From an optimization exercise on the open Yosys and OpenROAD flow, aimed at small area; shortcuts taken in it are not production practice. At most, simulation tests tie the RTL to the original design; equivalence was not proved. No functional check of the RTL was part of run 3. Power is estimated from default activity; no workload was simulated.

===== constraint.sdc =====
create_clock -name core_clock -period 5.5 [get_ports {CLK}]
set_input_delay 1.1000 -clock core_clock [delete_from_list [all_inputs] [get_ports {CLK}]]
set_output_delay 1.1000 -clock core_clock [all_outputs]
set_load 0.01 [all_outputs]

===== standard.sh =====
#!/bin/bash
# synth_recipe.tcl (not shown) runs the flow's synth.tcl, then flattens the netlist and writes it again
# the make line also repeats each setting of config.mk as NAME=value (left out here)
make -C /OpenROAD-flow-scripts/flow DESIGN_CONFIG=/design/flow/config.mk WORK_HOME=/design/flow/orfs CLKGATE_MAP_FILE= SYNTH_SCRIPT=/design/flow/synth_recipe.tcl "${@:-finish}"

===== config.mk =====
export PLATFORM = sky130hd
export DESIGN_NAME = decodeStage
export DESIGN_NICKNAME = decodeStage
export VERILOG_FILES = /design/flow/design.v
export SDC_FILE = /design/flow/constraint.sdc
export NUM_CORES = 4
export LEC_CHECK = 0
export CAP_MARGIN = 10
export CORE_MARGIN = 2
export CORE_UTILIZATION = 50
export CTS_BUF_LIST = sky130_fd_sc_hd__clkbuf_16 sky130_fd_sc_hd__clkbuf_8
export CTS_CLUSTER_DIAMETER = 80
export CTS_CLUSTER_SIZE = 30
export PLACE_DENSITY = 0.65
export SLEW_MARGIN = 10
export SYNTH_HIERARCHICAL = 1

===== flow/run.sh =====
#!/bin/bash
# The standard layout, with two changes to how ORFS makes it:
#  - the port buffers are the smallest buffer cell instead of clkdlybuf4s50_1
#  - clock tree synthesis adds no dummy loads to balance the tree; its other
#    arguments are the ones ORFS builds from config.mk's CTS_* settings
set -euo pipefail
export BUFFER_PORTS_ARGS="-buffer_cell sky130_fd_sc_hd__buf_1"
export CTS_ARGS="-sink_clustering_enable -repair_clock_nets -sink_clustering_size 30 -sink_clustering_max_diameter 80 -buf_list {sky130_fd_sc_hd__clkbuf_16 sky130_fd_sc_hd__clkbuf_8} -dont_use_dummy_load"
bash standard.sh > standard_flow.log 2>&1

===== design.v =====
package mipsDecodePkg;
    typedef enum logic [5:0] {
        OP_SPECIAL = 6'h00,
        OP_J       = 6'h02,
        OP_JAL     = 6'h03,
        OP_BEQ     = 6'h04,
        OP_BNE     = 6'h05,
        OP_ADDIU   = 6'h09,
        OP_SLTI    = 6'h0a,
        OP_ANDI    = 6'h0c,
        OP_ORI     = 6'h0d,
        OP_XORI    = 6'h0e,
        OP_LUI     = 6'h0f,
        OP_LW      = 6'h23,
        OP_SW      = 6'h2b
    } opcode_t;
    typedef enum logic [5:0] {
        F_SLL     = 6'h00,
        F_SRL     = 6'h02,
        F_SRA     = 6'h03,
        F_JR      = 6'h08,
        F_JALR    = 6'h09,
        F_SYSCALL = 6'h0c,
        F_ADDU    = 6'h21,
        F_SUBU    = 6'h23,
        F_AND     = 6'h24,
        F_OR      = 6'h25,
        F_XOR     = 6'h26,
        F_NOR     = 6'h27,
        F_SLT     = 6'h2a
    } funct_t;
    typedef enum logic [3:0] {
        ALU_NOP = 4'd0,
        ALU_ADD = 4'd1,
        ALU_SUB = 4'd2,
        ALU_AND = 4'd3,
        ALU_OR  = 4'd4,
        ALU_XOR = 4'd5,
        ALU_NOR = 4'd6,
        ALU_SLT = 4'd7,
        ALU_SLL = 4'd8,
        ALU_SRL = 4'd9,
        ALU_SRA = 4'd10,
        ALU_LUI = 4'd11
    } aluOp_t;
endpackage
`timescale 1ns/1ps
module instrDecoder (
    input  logic [31:0] instr,
    output logic        link,        
    output logic        jal,         
    output logic        regDst,      
    output logic        useRt,       
    output logic        useSImm,     
    output logic        jump,        
    output logic        jumpReg,     
    output logic        branch,      
    output logic        branchNotEqual,
    output logic        memRead,
    output logic        memWrite,
    output logic        regWrite,
    output logic        syscall,
    output mipsDecodePkg::aluOp_t aluOp
);
    logic [5:0] op;
    logic [5:0] fn;
    logic       special;
    logic       jr, jalr;
    assign op = instr[31:26];
    assign fn = instr[5:0];
    assign special = (op == 6'h00);
    always_comb begin
        mipsDecodePkg::aluOp_t rAlu;
        case (fn)
            6'h00:   rAlu = mipsDecodePkg::ALU_SLL;    
            6'h02:   rAlu = mipsDecodePkg::ALU_SRL;    
            6'h03:   rAlu = mipsDecodePkg::ALU_SRA;   
            6'h21:   rAlu = mipsDecodePkg::ALU_ADD;    
            6'h23:   rAlu = mipsDecodePkg::ALU_SUB;    
            6'h24:   rAlu = mipsDecodePkg::ALU_AND;    
            6'h25:   rAlu = mipsDecodePkg::ALU_OR;    
            6'h26:   rAlu = mipsDecodePkg::ALU_XOR;    
            6'h27:   rAlu = mipsDecodePkg::ALU_NOR;    
            6'h2a:   rAlu = mipsDecodePkg::ALU_SLT;    
            6'h09:   rAlu = mipsDecodePkg::ALU_ADD;    
            default: rAlu = mipsDecodePkg::ALU_NOP;
        endcase
        jr   = special && (fn == 6'h08);
        jalr = special && (fn == 6'h09);
        syscall = special && (fn == 6'h0c);
        jal  = (op == 6'h03);
        jump = (op == 6'h02) || jal;
        jumpReg = jr || jalr;
        link = jal || jalr;
        branch = (op == 6'h04) || (op == 6'h05);
        branchNotEqual = op[0];
        memRead  = (op == 6'h23);
        memWrite = (op == 6'h2b);
        regDst = special && ((rAlu != mipsDecodePkg::ALU_NOP) || jr || syscall);
        useRt  = (regDst && !jalr) || branch;
        useSImm = (op == 6'h09) || (op == 6'h0a) || memRead || memWrite;
        case (op)
            6'h00:   aluOp = rAlu;
            6'h03:   aluOp = mipsDecodePkg::ALU_ADD;
            6'h04,
            6'h05:   aluOp = mipsDecodePkg::ALU_SUB;
            6'h09:   aluOp = mipsDecodePkg::ALU_ADD;
            6'h0a:   aluOp = mipsDecodePkg::ALU_SLT;
            6'h0c:   aluOp = mipsDecodePkg::ALU_AND;
            6'h0d:   aluOp = mipsDecodePkg::ALU_OR;
            6'h0e:   aluOp = mipsDecodePkg::ALU_XOR;
            6'h0f:   aluOp = mipsDecodePkg::ALU_LUI;
            6'h23,
            6'h2b:   aluOp = mipsDecodePkg::ALU_ADD;
            default: aluOp = mipsDecodePkg::ALU_NOP;
        endcase
        regWrite = (aluOp != mipsDecodePkg::ALU_NOP) && !branch && !memWrite;
    end
endmodule
`timescale 1ns/1ps
module regFile (
    input  logic        CLK,
    input  logic        RESET,
    input  logic [4:0]  readRegA,
    input  logic [4:0]  readRegB,
    input  logic        readEnA,
    input  logic        readEnB,
    input  logic        writeEnable,
    input  logic [4:0]  writeReg,
    input  logic [31:0] writeData,
    output logic [31:0] readDataA,
    output logic [31:0] readDataB
);
    logic [31:0] regs [1:31];
    logic [31:1] written;
    logic [31:1] we;
    logic [31:1] selA;
    logic [31:1] selB;
    for (genvar i = 1; i < 32; i++) begin : g_reg
        assign we[i] = writeEnable && (writeReg == i);
        always_ff @(posedge CLK) begin
            if (we[i]) regs[i] <= writeData;
        end
        always_ff @(posedge CLK or negedge RESET) begin
            if (!RESET)     written[i] <= 1'b0;
            else if (we[i]) written[i] <= 1'b1;
        end
        assign selA[i] = readEnA && (readRegA == i) && written[i];
        assign selB[i] = readEnB && (readRegB == i) && written[i];
    end
    for (genvar b = 0; b < 32; b++) begin : g_bit
        logic [30:0] column;
        for (genvar i = 1; i < 32; i++) begin : g_col
            assign column[i-1] = regs[i][b];
        end
        readBit portA (.sel(selA), .d(column), .y(readDataA[b]));
        readBit portB (.sel(selB), .d(column), .y(readDataB[b]));
    end
endmodule
module readBit (
    input  logic [30:0] sel,
    input  logic [30:0] d,
    output logic        y
);
    logic [10:0] n;
    for (genvar g = 0; g < 10; g++) begin : g_grp
        aoi222 grp (
            .a1(sel[3*g]),   .a2(d[3*g]),
            .b1(sel[3*g+1]), .b2(d[3*g+1]),
            .c1(sel[3*g+2]), .c2(d[3*g+2]),
            .y (n[g])
        );
    end
    assign n[10] = ~(sel[30] & d[30]);
    assign y = ~&n;
endmodule
module aoi222 (
    input  logic a1, a2, b1, b2, c1, c2,
    output logic y
);
    assign y = ~((a1 & a2) | (b1 & b2) | (c1 & c2));
endmodule
`timescale 1ns/1ps
module operandIssue (
    input  logic        CLK,
    input  logic        RESET,
    input  logic        instrValid,
    input  logic [31:0] instr,
    input  logic [31:0] pc,
    input  logic        link,
    input  logic        jal,
    input  logic        regDst,
    input  logic        useRt,
    input  logic        useSImm,
    input  logic        jump,
    input  logic        jumpReg,
    input  logic        branch,
    input  logic        branchNotEqual,
    input  logic        memRead,
    input  logic        memWrite,
    input  logic        regWrite,
    input  logic        syscall,
    input  mipsDecodePkg::aluOp_t aluOp,
    input  logic [31:0] rsValue,
    input  logic [31:0] rtValue,
    output logic        outValid,
    output logic [31:0] instrOut,
    output logic [31:0] pcOut,
    output logic [31:0] operandA,
    output logic [31:0] operandB,
    output logic [4:0]  writeRegOut,
    output logic        regWriteOut,
    output logic        memReadOut,
    output logic        memWriteOut,
    output logic [31:0] memWriteData,
    output mipsDecodePkg::aluOp_t aluOpOut,
    output logic [4:0]  shiftAmount,
    output logic [31:0] altPc,
    output logic        requestAltPc,
    output logic        sys
);
    logic [31:3] pcPlus8;
    logic [31:28] pcPlus4Hi;
    logic [16:0] branchLo;
    logic [29:0] branchPc;
    logic [31:0] immExt;
    logic [4:0]  destReg;
    logic        eq;
    logic [31:0] instrD, pcD, opAD, opBD, altPcD;
    logic [4:0]  destD;
    logic        takeD;
    assign pcPlus8   = pc[31:3] + 29'd1;
    assign pcPlus4Hi = pc[31:28] + {3'd0, &pc[27:2]};
    assign branchLo = {1'b0, pc[17:2]} + {1'b0, instr[15:0]} + 17'd1;
    assign branchPc = {pc[31:18] + {14{instr[15]}} + {13'd0, branchLo[16]}, branchLo[15:0]};
    assign immExt  = {{16{useSImm & instr[15]}}, instr[15:0]};
    assign destReg = regDst ? instr[15:11] : (jal ? 5'd31 : instr[20:16]);
    assign eq      = (rsValue == rtValue);
    logic v;
    assign v = instrValid;
    assign instrD = {32{v}} & instr;
    assign pcD    = {32{v}} & pc;
    assign opAD   = {32{~link}} & rsValue;
    assign opBD   = ({32{v & link}} & {pcPlus8, pc[2:0]})
                  | ({32{useRt}} & rtValue)
                  | ({32{v & ~link & ~useRt}} & immExt);
    assign altPcD = ({32{jumpReg}} & rsValue)
                  | ({32{v & jump}} & {pcPlus4Hi, instr[25:0], 2'b00})
                  | ({32{v & branch}} & {branchPc, pc[1:0]});
    assign destD  = {5{v}} & destReg;
    assign takeD  = v & (jump || jumpReg || (branch && (eq != branchNotEqual)));
    logic [31:0] instrQ;
    assign instrOut    = instrQ;
    assign shiftAmount = instrQ[10:6];
    always_ff @(posedge CLK or negedge RESET) begin
        if (!RESET) begin
            outValid     <= 1'b0;
            instrQ       <= '0;
            pcOut        <= '0;
            operandA     <= '0;
            operandB     <= '0;
            writeRegOut  <= '0;
            regWriteOut  <= 1'b0;
            memReadOut   <= 1'b0;
            memWriteOut  <= 1'b0;
            memWriteData <= '0;
            aluOpOut     <= mipsDecodePkg::ALU_NOP;
            altPc        <= '0;
            requestAltPc <= 1'b0;
            sys          <= 1'b0;
        end else begin
            outValid     <= v;
            instrQ       <= instrD;
            pcOut        <= pcD;
            operandA     <= opAD;
            operandB     <= opBD;
            writeRegOut  <= destD;
            regWriteOut  <= v && regWrite && (destReg != '0);
            memReadOut   <= v && memRead;
            memWriteOut  <= v && memWrite;
            memWriteData <= rtValue;
            aluOpOut     <= v ? aluOp : mipsDecodePkg::ALU_NOP;
            altPc        <= altPcD;
            requestAltPc <= takeD;
            sys          <= v && syscall;
        end
    end
endmodule
`timescale 1ns/1ps
module decodeStage (
    input  logic                      CLK,
    input  logic                      RESET,
    input  logic                      instrValid,
    input  logic [31:0]               instr,
    input  logic [31:0]               pc,
    input  logic                      writeEnable,
    input  logic [4:0]                writeReg,
    input  logic [31:0]               writeData,
    output logic                      outValid,
    output logic [31:0]               instrOut,
    output logic [31:0]               pcOut,
    output logic [31:0]               operandA,
    output logic [31:0]               operandB,
    output logic [4:0]                writeRegOut,
    output logic                      regWriteOut,
    output logic                      memReadOut,
    output logic                      memWriteOut,
    output logic [31:0]               memWriteData,
    output mipsDecodePkg::aluOp_t     aluOpOut,
    output logic [4:0]                shiftAmount,
    output logic [31:0]               altPc,
    output logic                      requestAltPc,
    output logic                      sys
);
    logic       link, jal, regDst, useRt, useSImm, jump, jumpReg;
    logic       branch, branchNotEqual, memRead, memWrite, regWrite, syscall;
    mipsDecodePkg::aluOp_t aluOp;
    logic [31:0] rsValue;
    logic [31:0] rtValue;
    instrDecoder decoder (
        .instr          (instr),
        .link           (link),
        .jal            (jal),
        .regDst         (regDst),
        .useRt          (useRt),
        .useSImm        (useSImm),
        .jump           (jump),
        .jumpReg        (jumpReg),
        .branch         (branch),
        .branchNotEqual (branchNotEqual),
        .memRead        (memRead),
        .memWrite       (memWrite),
        .regWrite       (regWrite),
        .syscall        (syscall),
        .aluOp          (aluOp)
    );
    regFile registers (
        .CLK         (CLK),
        .RESET       (RESET),
        .readRegA    (instr[25:21]),
        .readRegB    (instr[20:16]),
        .readEnA     (instrValid),
        .readEnB     (instrValid),
        .writeEnable (writeEnable),
        .writeReg    (writeReg),
        .writeData   (writeData),
        .readDataA   (rsValue),
        .readDataB   (rtValue)
    );
    operandIssue issue (
        .CLK            (CLK),
        .RESET          (RESET),
        .instrValid     (instrValid),
        .instr          (instr),
        .pc             (pc),
        .link           (link),
        .jal            (jal),
        .regDst         (regDst),
        .useRt          (useRt),
        .useSImm        (useSImm),
        .jump           (jump),
        .jumpReg        (jumpReg),
        .branch         (branch),
        .branchNotEqual (branchNotEqual),
        .memRead        (memRead),
        .memWrite       (memWrite),
        .regWrite       (regWrite),
        .syscall        (syscall),
        .aluOp          (aluOp),
        .rsValue        (rsValue),
        .rtValue        (rtValue),
        .outValid       (outValid),
        .instrOut       (instrOut),
        .pcOut          (pcOut),
        .operandA       (operandA),
        .operandB       (operandB),
        .writeRegOut    (writeRegOut),
        .regWriteOut    (regWriteOut),
        .memReadOut     (memReadOut),
        .memWriteOut    (memWriteOut),
        .memWriteData   (memWriteData),
        .aluOpOut       (aluOpOut),
        .shiftAmount    (shiftAmount),
        .altPc          (altPc),
        .requestAltPc   (requestAltPc),
        .sys            (sys)
    );
endmodule

==> results of run 1 <==
## report_power, final
group / internal (mW) / switching (mW) / total, mW
sequential: 10.3 / 0.128 / 10.4
combinational: 0.424 / 0.979 / 1.40
clock: 1.70 / 2.74 / 4.44
## modules after synthesis, one instance, submodules excluded, a selection
module,cells,area (um^2),flops+latches,copies in the design
regFile,1205,31700,1023,1
operandIssue,795,9150,207,1
instrDecoder,83,561,0,1
readBit,4,27.5,0,64
aoi222,1,10.0,0,640
## worst register-to-register path, delay by kind of cell, from the launching register on
family | cells | cell delay, ps
AND/OR/NAND/NOR | 6 | 1870
AO/OA/AOI/OAI | 3 | 630
flip-flops | 1 | 470
XOR/XNOR | 2 | 390
buffers and inverters | 1 | 320
## layer usage
metal  wire (um)  vias up  part of all wire
li1            -    14500                 -
met1       62200    18600              0.34
met2       84000     3523              0.45
met3       28000      659              0.15
met4       11300        4             0.061
met5          24        -           0.00013
## layout make-up
cell class	count	area, um^2	area share
inverter	13	48.8	0.000882
multi-input combinational	1669	13700	0.248
antenna	13	32.5	0.000588
sequential	1230	35700	0.646
tap	1287	1610	0.0291
clock buffer	52	1300	0.0235
timing repair buffer	502	2880	0.0521
## flip-flops by register name, indices dropped and copies added, names as in the netlist
signal / cells
issue.pcOut: 32
issue.memReadOut: 1
issue.outValid: 1
issue.altPc: 32
issue.sys: 1
issue.instrQ: 32
issue.regWriteOut: 1
issue.writeRegOut: 5
issue.aluOpOut: 4
issue.memWriteData: 32
issue.operandA: 32
issue.memWriteOut: 1
registers.written: 31
issue.operandB: 32
issue.requestAltPc: 1
registers.regs: 992
## kinds of logic after synthesis
group | share of synthesized area
compound gates | 0.178
xor+xnor | 0.0152
fa+ha+maj | 0.00923
buf+inv | 0.00802
flops | 0.720
mux | 0.000630
simple gates | 0.0690
## through the flow
| stage | power (mW) | worst slack (ps) | instances |
|---|---|---|---|
| after CTS | 16.2 | 773 | 4752 |
| after global placement | 11.9 | 136 | 4700 |
| final | 16.3 | 734 | 4766 |
| after global routing | 16.6 | 521 | 4760 |
| after detailed placement | 12.0 | 101 | 4700 |
| after floorplan | 11.2 | 239 | 2979 |
## cell usage in the layout (no fill, tap or decap), drive strengths merged, types with 27 or more instances in the layout
master	count
a21oi	47
nor2	52
and2	78
o21ai	74
edfxtp	992
a22oi	27
a2111o	64
clkbuf	73
and3	69
buf	481
ha	31
nand2	103
nand4	136
a222oi	643
nor2b	44
xor2	65
dfrtp	238
o21bai	33
## final timing paths
kind | startpoint | endpoint | depth (start not counted)
worst max-delay path | pc[2] | issue.altPc[28]$_DFF_PN0_ | 19
worst min-delay path | RESET | issue.altPc[31]$_DFF_PN0_ | 1
worst max register to register | registers.written[24]$_DFFE_PN0P_ | issue.requestAltPc$_DFF_PN0_ | 12
worst min register to register | registers.written[2]$_DFFE_PN0P_ | registers.written[2]$_DFFE_PN0P_ | 1
max in group asynchronous | RESET | registers.written[13]$_DFFE_PN0P_ | 2
min in group core_clock | registers.written[2]$_DFFE_PN0P_ | registers.written[2]$_DFFE_PN0P_ | 1
==> flow_summary.ini, run 1 <==
[global_route]
grt.busiest_layer = met2
grt_pass1_vias = 35900
grt_antenna_before_repair = 13
grt_pass1_wl_um = 258000
grt_util_met2 = 0.549
use_met1 = 0.439
grt_max_degree = 148
grt.total_usage = 0.352
gr-total-overflow = 0
use_met3 = 0.113

[critical_path]
cpMostUsedCell = fa_1
slowest_delay_ps = 480
critical_path.max_fanout = 2
path_class = in -> reg
worstPathCellList = buf_1 -> inv_1 -> ha_1 -> fa_1 -> nor2b_1 -> o2111ai_1 -> nand2_1 -> o221a_2 -> o21ai_0 -> o21ai_0 -> fa_1 -> fa_1 -> a21o_1 -> a21oi_2 -> o21ai_1 -> or4_1 -> a31oi_2 -> xor2_1 -> o21ai_1
cp.arrival_ps = 5280
endpoint_kind = register
r2r_slack_ps = 1630
required_ps = 6010
start_kind = input pin
critPathTopFamily = compound AO/OA/AOI/OAI gates
crit_slowest_cell = or4_1
crit_buf_inv = 2

[place]
gp_congestion = 1.01
dp_hpwl_um = 117000
portBuffers = 316
placed_cell_area_um2 = 54000

[routing]
routed_wl_um = 186000
drt-initial-drc-count = 9695
via_per_inst = 7.83
via_count = 37300
drcViolationCount = 0
dr.pass1.iters = 14
wl_per_cell_um = 38.9
antenna_left = 0

[floorplan]
ioPinCount = 317
rows = 115
die_area_um2 = 102000
start_util = 0.504
die_w_um = 319
dieHeight_um = 319
core_um2 = 98400

[logic_synthesis]
synthCells = 2979
yosysSeqAreaShare = 0.720
netlist_area_um2 = 49600
synth.top_cells.by_area = edfxtp_1 (60%), a222oi_1 (13%), dfrtp_1 (12%)
ys_ff_latch = 1230
yosys.area.top_type = edfxtp_1
synth_top_flop_cell = edfxtp_1
synth.net_count = 3118
ys_types = 76
avgSynthCellArea_um2 = 16.7
synth.top_cell.area_share = 0.600
yosys-top-cells-count = edfxtp_1 (992), a222oi_1 (643), dfrtp_1 (238), nand4_1 (136), nand2_1 (102)
yosysMostFrequentCell = edfxtp_1
yosysWarnings = 10
async_reset_ff_frac = 0.193
synth_edf_count = 992

[sta]
timing.final.crit_share = 0.867
rsz0062_at_grt = false
slew_viol_final = 0
final_hold_viol_count = 0
tightest_slew_ps = 1060
min_period_ps = 4770
fmax_ghz = 0.210
worst_hold_slack_ps = 430
tns_ps = 0
fin_skew_ps = 55.4
finalSetupViolCount = 0
relSlewSlack = 0.294

[layout]
fill_cells = 7713
drive_above_1_share = 0.0923
design_area_um2 = 55300
fin_nets = 3607
syn2layout_area_growth_pct = 11.5
utilization = 0.562

[clock_network]
cts_max_path_buffers = 3
cts.hold.buffers_added = 0
clock-sinks = 1230
cts_root_buf = clkbuf_16
htreeDepth = 2
cts_tree = yes
cts_made_buffers = 52
clock_latency_ps = 690
path_clk_slew_ps = 110
cts_setup_buffers = 0
ctsResizeCount = 0

[hold_path]
hold_path_class = in -> async

[pwr]
vdd_drop_max_mv = 0.244
power_leakage_nw = 19.2
power_density_nw_per_um2 = 294

[status]
status = complete, no violations

[flow_run]
drv_cap = 0
==> run 2, diff against run 1 <==
--- a/config.mk
+++ b/config.mk
@@ -7,10 +7,10 @@
 export LEC_CHECK = 0
 export CAP_MARGIN = 10
 export CORE_MARGIN = 2
-export CORE_UTILIZATION = 50
+export CORE_UTILIZATION = 60
 export CTS_BUF_LIST = sky130_fd_sc_hd__clkbuf_16 sky130_fd_sc_hd__clkbuf_8
 export CTS_CLUSTER_DIAMETER = 80
 export CTS_CLUSTER_SIZE = 30
-export PLACE_DENSITY = 0.65
+export PLACE_DENSITY = 0.75
 export SLEW_MARGIN = 10
 export SYNTH_HIERARCHICAL = 1
==> flow_summary.ini, run 2 <==
[logic_synthesis]
synth.net_count = 3118
synth.top_cells.by_area = edfxtp_1 (60%), a222oi_1 (13%), dfrtp_1 (12%)
yosysWarnings = 10
yosysMostFrequentCell = edfxtp_1
async_reset_ff_frac = 0.193
avgSynthCellArea_um2 = 16.7
synth.top_cell.area_share = 0.600
synthCells = 2979
ys_types = 76
netlist_area_um2 = 49600
yosys.area.top_type = edfxtp_1
yosysSeqAreaShare = 0.720
yosys-top-cells-count = edfxtp_1 (992), a222oi_1 (643), dfrtp_1 (238), nand4_1 (136), nand2_1 (102)
ys_ff_latch = 1230
synth_top_flop_cell = edfxtp_1
synth_edf_count = 992

[layout]
drive_above_1_share = 0.0903
layout_commonest_cell = edfxtp_1
largest_reg_flops = 992
syn2layout_area_growth_pct = 10.9
largest_register = registers.regs
final_cells = 4540
design_area_um2 = 55000
fin_nets = 3597
utilization = 0.671
mostFrequentLayoutCells = edfxtp_1 (992), a222oi_1 (643), buf_1 (293)

[floorplan]
die_area_um2 = 85000
die_w_um = 292
rows = 105
dieHeight_um = 292
core_um2 = 82000
start_util = 0.605
ioPinCount = 317

[pwr]
vdd_drop_max_mv = 0.260
power_leakage_nw = 19.2
p_switching_mw = 3.80
netSwitchingFraction = 0.235
combPwrFrac = 0.087
pwr-share-seq = 0.645
power_density_nw_per_um2 = 293
p_int_mw = 12.3
pwr-share-clk = 0.268

[routing]
via_per_inst = 8.37
wl_per_cell_um = 40.0
dr.pass1.iters = 14
drcViolationCount = 0
antenna_left = 0
via_count = 38000
drt-initial-drc-count = 10700
routed_wl_um = 182000

[place]
portBuffers = 316
post-place-cells = 4475
gp_congestion = 0.998
pre_cts_ws_ps = 99.4
placed_cell_area_um2 = 53700
dp_hpwl_um = 111000

[sta]
min_period_ps = 4910
slew_viol_final = 0
setup_ws_ps = 591
fin_skew_ps = 57.0
tightest_slew_ps = 1110
rsz0062_at_grt = false
tns_ps = 0
finalSetupViolCount = 0
timing.final.crit_share = 0.892
relSlewSlack = 0.256
fmax_ghz = 0.204
final_hold_viol_count = 0

[clock_network]
cts_max_path_buffers = 3
htreeDepth = 2
cts.hold.buffers_added = 0
path_clk_slew_ps = 100
clock_latency_ps = 680
cts_root_buf = clkbuf_16
cts_setup_buffers = 0
clock-sinks = 1230
cts_made_buffers = 50
ctsResizeCount = 0
cts_tree = yes

[global_route]
grt_pass1_wl_um = 254000
grt_antenna_before_repair = 14
grt_pass1_vias = 37000
grt.total_usage = 0.416
gr-total-overflow = 0
grt_max_degree = 134

[flow_run]
drv_cap = 0

[critical_path]
critical_path.max_fanout = 32
path_class = in -> reg
start_kind = input pin
required_ps = 6010
cp.arrival_ps = 5420
endpoint_kind = register

[status]
status = complete, no violations

[hold_path]
hold_path_class = in -> async
==> run 2: cell count changes in the layout (fill, tap and decap cells not counted), sizes merged <==
cell,previous run,this run
buf,481,471
diode,13,14
==> run 2: per-stage QoR <==
stage	total power, mW	hold WS (ps)
3_3_place_gp	11.9	466
3_5_place_dp	11.9	473
5_1_grt	16.5	514
6_report	16.1	483
2_1_floorplan	11.2	448
4_1_cts	16.0	491
==> run 2: power by group through the flow <==
| stage | logic [mW] | clock network [mW] | registers [mW] |
|---|---|---|---|
| after floorplan | 0.554 | 0 | 10.6 |
| after global placement | 1.29 | 0 | 10.6 |
| after detailed placement | 1.32 | 0 | 10.6 |
| after CTS | 1.33 | 4.28 | 10.4 |
| after global routing | 1.45 | 4.59 | 10.4 |
| final | 1.41 | 4.32 | 10.4 |
==> run 2: worst max-delay path, stage by stage <==
cell      delay [ps]
buf_1            610
and4b_1          400
and3_1           230
buf_4            280
a222oi_1         470
nand4_1          290
a2111o_1         530
xor2_1           300
nor4_1           620
nand4_1          150
nor2_1           140
xnor2_1          120
o21ai_0          100
==> run 2: path summary, 6_finish.rpt <==
path	startpoint	slack [ps]	end	cells past startpoint
hold reg to reg	registers.written[2]$_DFFE_PN0P_	500	registers.written[2]$_DFFE_PN0P_	1
min in group core_clock	registers.written[2]$_DFFE_PN0P_	500	registers.written[2]$_DFFE_PN0P_	1
max in group asynchronous	RESET	3770	registers.written[14]$_DFFE_PN0P_	2
setup / recovery	instr[25]	590	issue.requestAltPc$_DFF_PN0_	13
hold / removal	RESET	480	issue.altPc[31]$_DFF_PN0_	1
setup reg to reg	registers.written[22]$_DFFE_PN0P_	1600	issue.requestAltPc$_DFF_PN0_	11
==> run 2: Yosys stat by module, one instance, submodules excluded, a selection <==
module,copies in the design,cells,flip-flops and latches,area (um^2)
aoi222,640,1,0,10.0
instrDecoder,1,83,0,561
operandIssue,1,795,207,9150
readBit,64,4,0,27.5
regFile,1,1205,1023,31700
==> run 2: final cells by class <==
class,instances,area (um^2)
Inverter,13,48.8
Sequential cell,1230,35700
Timing Repair Buffer,494,2890
Clock buffer,50,1250
Tap cell,1070,1340
Multi-Input combinational cell,1669,13700
Fill cell,5584,26900
Antenna cell,14,35.0
==> run 2: per-layer routing <==
| layer | up-vias | track usage | share of wire |
|---|---|---|---|
| met5 | - | 0 | 0.00017 |
| met4 | 4 | 0.268 | 0.073 |
| met3 | 889 | 0.160 | 0.18 |
| met2 | 4318 | 0.623 | 0.44 |
| met1 | 18300 | 0.508 | 0.31 |
| li1 | 14500 | - | - |
==> run 2: cell families after synthesis <==
group / after synthesis / synth area share
buffers and inverters: 80 / 0.00802
AOI/OAI and AO/OA: 957 / 0.178
muxes: 3 / 0.000630
and+or+nand+nor: 588 / 0.0690
DFF: 1230 / 0.720
adders and majority gates: 35 / 0.00923
xor gates and xnor gates: 86 / 0.0152
==> run 3, diff against run 2 <==
--- a/design.v
+++ b/design.v
@@ -134,8 +134,8 @@
     logic [31:0] regs [1:31];
     logic [31:1] written;
     logic [31:1] we;
-    logic [31:1] selA;
-    logic [31:1] selB;
+    logic [31:1] selA [2];
+    logic [31:1] selB [2];
     for (genvar i = 1; i < 32; i++) begin : g_reg
         assign we[i] = writeEnable && (writeReg == i);
         always_ff @(posedge CLK) begin
@@ -145,16 +145,28 @@
             if (!RESET)     written[i] <= 1'b0;
             else if (we[i]) written[i] <= 1'b1;
         end
-        assign selA[i] = readEnA && (readRegA == i) && written[i];
-        assign selB[i] = readEnB && (readRegB == i) && written[i];
+    end
+    for (genvar h = 0; h < 2; h++) begin : g_half
+        readSelect decA (.en(readEnA), .idx(readRegA), .written(written), .sel(selA[h]));
+        readSelect decB (.en(readEnB), .idx(readRegB), .written(written), .sel(selB[h]));
     end
     for (genvar b = 0; b < 32; b++) begin : g_bit
         logic [30:0] column;
         for (genvar i = 1; i < 32; i++) begin : g_col
             assign column[i-1] = regs[i][b];
         end
-        readBit portA (.sel(selA), .d(column), .y(readDataA[b]));
-        readBit portB (.sel(selB), .d(column), .y(readDataB[b]));
+        readBit portA (.sel(selA[b / 16]), .d(column), .y(readDataA[b]));
+        readBit portB (.sel(selB[b / 16]), .d(column), .y(readDataB[b]));
+    end
+endmodule
+module readSelect (
+    input  logic        en,
+    input  logic [4:0]  idx,
+    input  logic [31:1] written,
+    output logic [31:1] sel
+);
+    for (genvar i = 1; i < 32; i++) begin : g_sel
+        assign sel[i] = en && (idx == i) && written[i];
     end
 endmodule
 module readBit (
==> flow/run.sh (replaced) <==
#!/bin/bash
# The standard layout, with one change to how ORFS makes it:
#  - the port buffers are the smallest buffer cell instead of clkdlybuf4s50_1
set -euo pipefail
export BUFFER_PORTS_ARGS="-buffer_cell sky130_fd_sc_hd__buf_1"
bash standard.sh > standard_flow.log 2>&1
--- a/config.mk
+++ b/config.mk
@@ -7,10 +7,10 @@
 export LEC_CHECK = 0
 export CAP_MARGIN = 10
 export CORE_MARGIN = 2
-export CORE_UTILIZATION = 60
+export CORE_UTILIZATION = 50
 export CTS_BUF_LIST = sky130_fd_sc_hd__clkbuf_16 sky130_fd_sc_hd__clkbuf_8
 export CTS_CLUSTER_DIAMETER = 80
 export CTS_CLUSTER_SIZE = 30
-export PLACE_DENSITY = 0.75
+export PLACE_DENSITY = 0.65
 export SLEW_MARGIN = 10
 export SYNTH_HIERARCHICAL = 1
==> flow_summary.ini, run 3 <==
[floorplan]
start_util = 0.505
die_area_um2 = 104000
ioPinCount = 317
core_um2 = 100000
rows = 116
die_w_um = 322
dieHeight_um = 322

[routing]
routed_wl_um = 180000
via_count = 37700
dr.pass1.iters = 15
antenna_left = 0
drcViolationCount = 0
via_per_inst = 7.70
wl_per_cell_um = 36.8
drt-initial-drc-count = 9749

[global_route]
grt_pass1_vias = 36500
grt_max_degree = 138
grt_antenna_before_repair = 17
grt.total_usage = 0.335
grt_pass1_wl_um = 251000
gr-total-overflow = 0

[sta]
relSlewSlack = 0.173
finalSetupViolCount = 0
min_period_ps = 5380
rsz0062_at_grt = false
fin_skew_ps = 33.9
final_hold_viol_count = 0
tns_ps = 0
fmax_ghz = 0.186
slew_viol_final = 0
timing.final.crit_share = 0.979
tightest_slew_ps = 1240

[pwr]
power_leakage_nw = 19.7
vdd_drop_max_mv = 0.236
power_density_nw_per_um2 = 298

[logic_synthesis]
netlist_area_um2 = 50500
async_reset_ff_frac = 0.193
synth_compound_area_frac = 0.176
ys_types = 79
synth_edf_count = 992
yosysMostFrequentCell = edfxtp_1
synth.top_cell.area_share = 0.589
synth.net_count = 3236
ys_ff_latch = 1230
yosysSeqAreaShare = 0.707
yosys.area_share.simple = 0.0849
muxShareOfSynthArea = 0.000619
yosysWarnings = 13
yosys-top-cells-count = edfxtp_1 (992), a222oi_1 (642), dfrtp_1 (238), nand4_1 (139), and3_1 (120)
synth.top_cells.by_area = edfxtp_1 (59%), a222oi_1 (13%), dfrtp_1 (12%)
synth_top_flop_cell = edfxtp_1
synthCells = 3097
yosys.area.top_type = edfxtp_1
synth-xor-area-share = 0.0140
synth_fa_ha_area_frac = 0.00906
synth_top_family_by_area = compound AO/OA/AOI/OAI gates
avgSynthCellArea_um2 = 16.3

[clock_network]
cts_root_buf = clkbuf_16
cts_tree = yes
cts_setup_buffers = 0
clock-sinks = 1230
clock_latency_ps = 680
cts_max_path_buffers = 3
ctsResizeCount = 0
cts_made_buffers = 51
htreeDepth = 2
path_clk_slew_ps = 110
cts.hold.buffers_added = 0

[place]
dp_hpwl_um = 119000
post-place-cells = 4788
portBuffers = 316
placed_cell_area_um2 = 54400
gp_congestion = 0.975

[critical_path]
endpoint_kind = register
start_kind = input pin
required_ps = 6060
critical_path.max_fanout = 16
path_class = in -> reg
cp.arrival_ps = 5950

[layout]
final_cells = 4894
syn2layout_area_growth_pct = 11.0
utilization = 0.560
mostFrequentLayoutCells = edfxtp_1 (992), a222oi_1 (642), buf_1 (297)
design_area_um2 = 56100
layout_commonest_cell = edfxtp_1
largest_reg_flops = 992
largest_register = registers.regs
fin_nets = 3682
drive_above_1_share = 0.0893

[status]
status = complete, no violations

[flow_run]
drv_cap = 0

[hold_path]
hold_path_class = in -> async
-- run 3: changes by cell type in the layout (fill, tap and decap cells not counted), moves of 16 or more --
| cell | before | now |
|---|---|---|
| and3_1 | 68 | 120 |
| inv_1 | 12 | 40 |
| buf_12 | 26 | 1 |
| nor2_1 | 20 | 36 |
-- run 3: Yosys stat by module, one instance, submodules excluded, a selection --
module	flops+latches	area (um^2)
instrDecoder	0	561
operandIssue	207	9270
aoi222	0	10.0
readBit	0	27.5
regFile	1023	31100
readSelect	0	364
-- run 3: final timing paths --
| check | start | slack [ps] | end | cells past startpoint |
|---|---|---|---|---|
| min in group core_clock | registers.written[18]$_DFFE_PN0P_ | 580 | registers.written[18]$_DFFE_PN0P_ | 1 |
| min reg2reg | registers.written[18]$_DFFE_PN0P_ | 580 | registers.written[18]$_DFFE_PN0P_ | 1 |
| max in group asynchronous | RESET | 3770 | registers.written[2]$_DFFE_PN0P_ | 2 |
| max reg2reg | registers.written[22]$_DFFE_PN0P_ | 1200 | issue.requestAltPc$_DFF_PN0_ | 11 |
| min | RESET | 470 | issue.altPc[26]$_DFF_PN0_ | 1 |
| max | instr[22] | 120 | issue.requestAltPc$_DFF_PN0_ | 12 |
-- run 3: cell type report --
type	count	area (um^2)
clock inverter	42	330
timing repair buffer	467	2360
sequential	1230	35700
clock buffer	53	1330
fill	7842	44100
antenna	11	27.5
multi-input combinational	1775	14600
inverter	18	67.6
tap	1298	1620
-- run 3: power by group --
group / switching (mW) / total [mW] / internal [mW]
sequential: 0.158 / 10.5 / 10.3
combinational: 0.994 / 1.40 / 0.410
clock: 2.95 / 4.87 / 1.92
total: 4.10 / 16.7 / 12.6
-- run 3: metrics by stage --
step | power [mW] | hold WS [ps] | worst slack, ps
global placement | 12.0 | 538 | -76.8
global route | 17.1 | 517 | 173
CTS | 16.7 | 469 | 570
floorplan | 11.2 | 477 | 988
detailed placement | 12.0 | 543 | -169
finish | 16.7 | 473 | 116
-- run 3: layer usage --
metal | wire length [um] | track usage | share of wire
met3 | 28500 | 0.120 | 0.16
met4 | 9370 | 0.154 | 0.052
met5 | 114 | 0 | 0.00063
met1 | 60700 | 0.421 | 0.34
met2 | 81500 | 0.522 | 0.45
-- run 3: logic make-up after synthesis --
logic type / count (synthesis)
fa+ha+maj: 35
flops: 1230
simple gates: 694
compound gates: 962
buf+inv: 92
xor+xnor: 81
mux: 3
-- run 3: critical path: stages --
cell,delay (ps)
buf_1,770
nor2b_1,390
and3_1,620
a222oi_1,480
nand4_1,360
a2111o_1,510
xor2_1,310
nor4_1,810
nand4_1,200
nor2_1,190
xnor2_1,120
o21ai_0,80

-- static timing again, ports no longer ideal --
Ports are ideal in the flow. The routed layouts listed here were re-timed in OpenROAD. Step 1 assumes that a clkbuf_16 drives the clock port and a buf_2 every other input. Step 2 moves the port delays by t, midway between the first and last clock arrival at a register: inputs arrive t later, outputs are due t later. That takes back most of the time a late clock gives input paths. a / b / c = no drivers / after step 1 / after step 2; a / b = the first two.
run | shift t [ns] | slack for setup (ns) | hold slack, ns | worst setup path after step 2 | cell pins on the clock port's net
run 1 | 0.733 | 0.734 / 0.709 / -0.024 | 0.430 / 0.390 / 0.504 | input to register | 1
run 2 | 0.719 | 0.591 / 0.575 / -0.143 | 0.483 / 0.443 / 0.497 | input to register | 1
run 3 | 0.745 | 0.116 / 0.159 / -0.586 | 0.473 / 0.425 / 0.582 | input to register | 1
With both steps, setup timing fails in every run listed, where it was met with ideal ports. For run 1, which loses most, drivers alone change the setup slack by -0.025 ns; drivers and shift together by -0.758 ns.
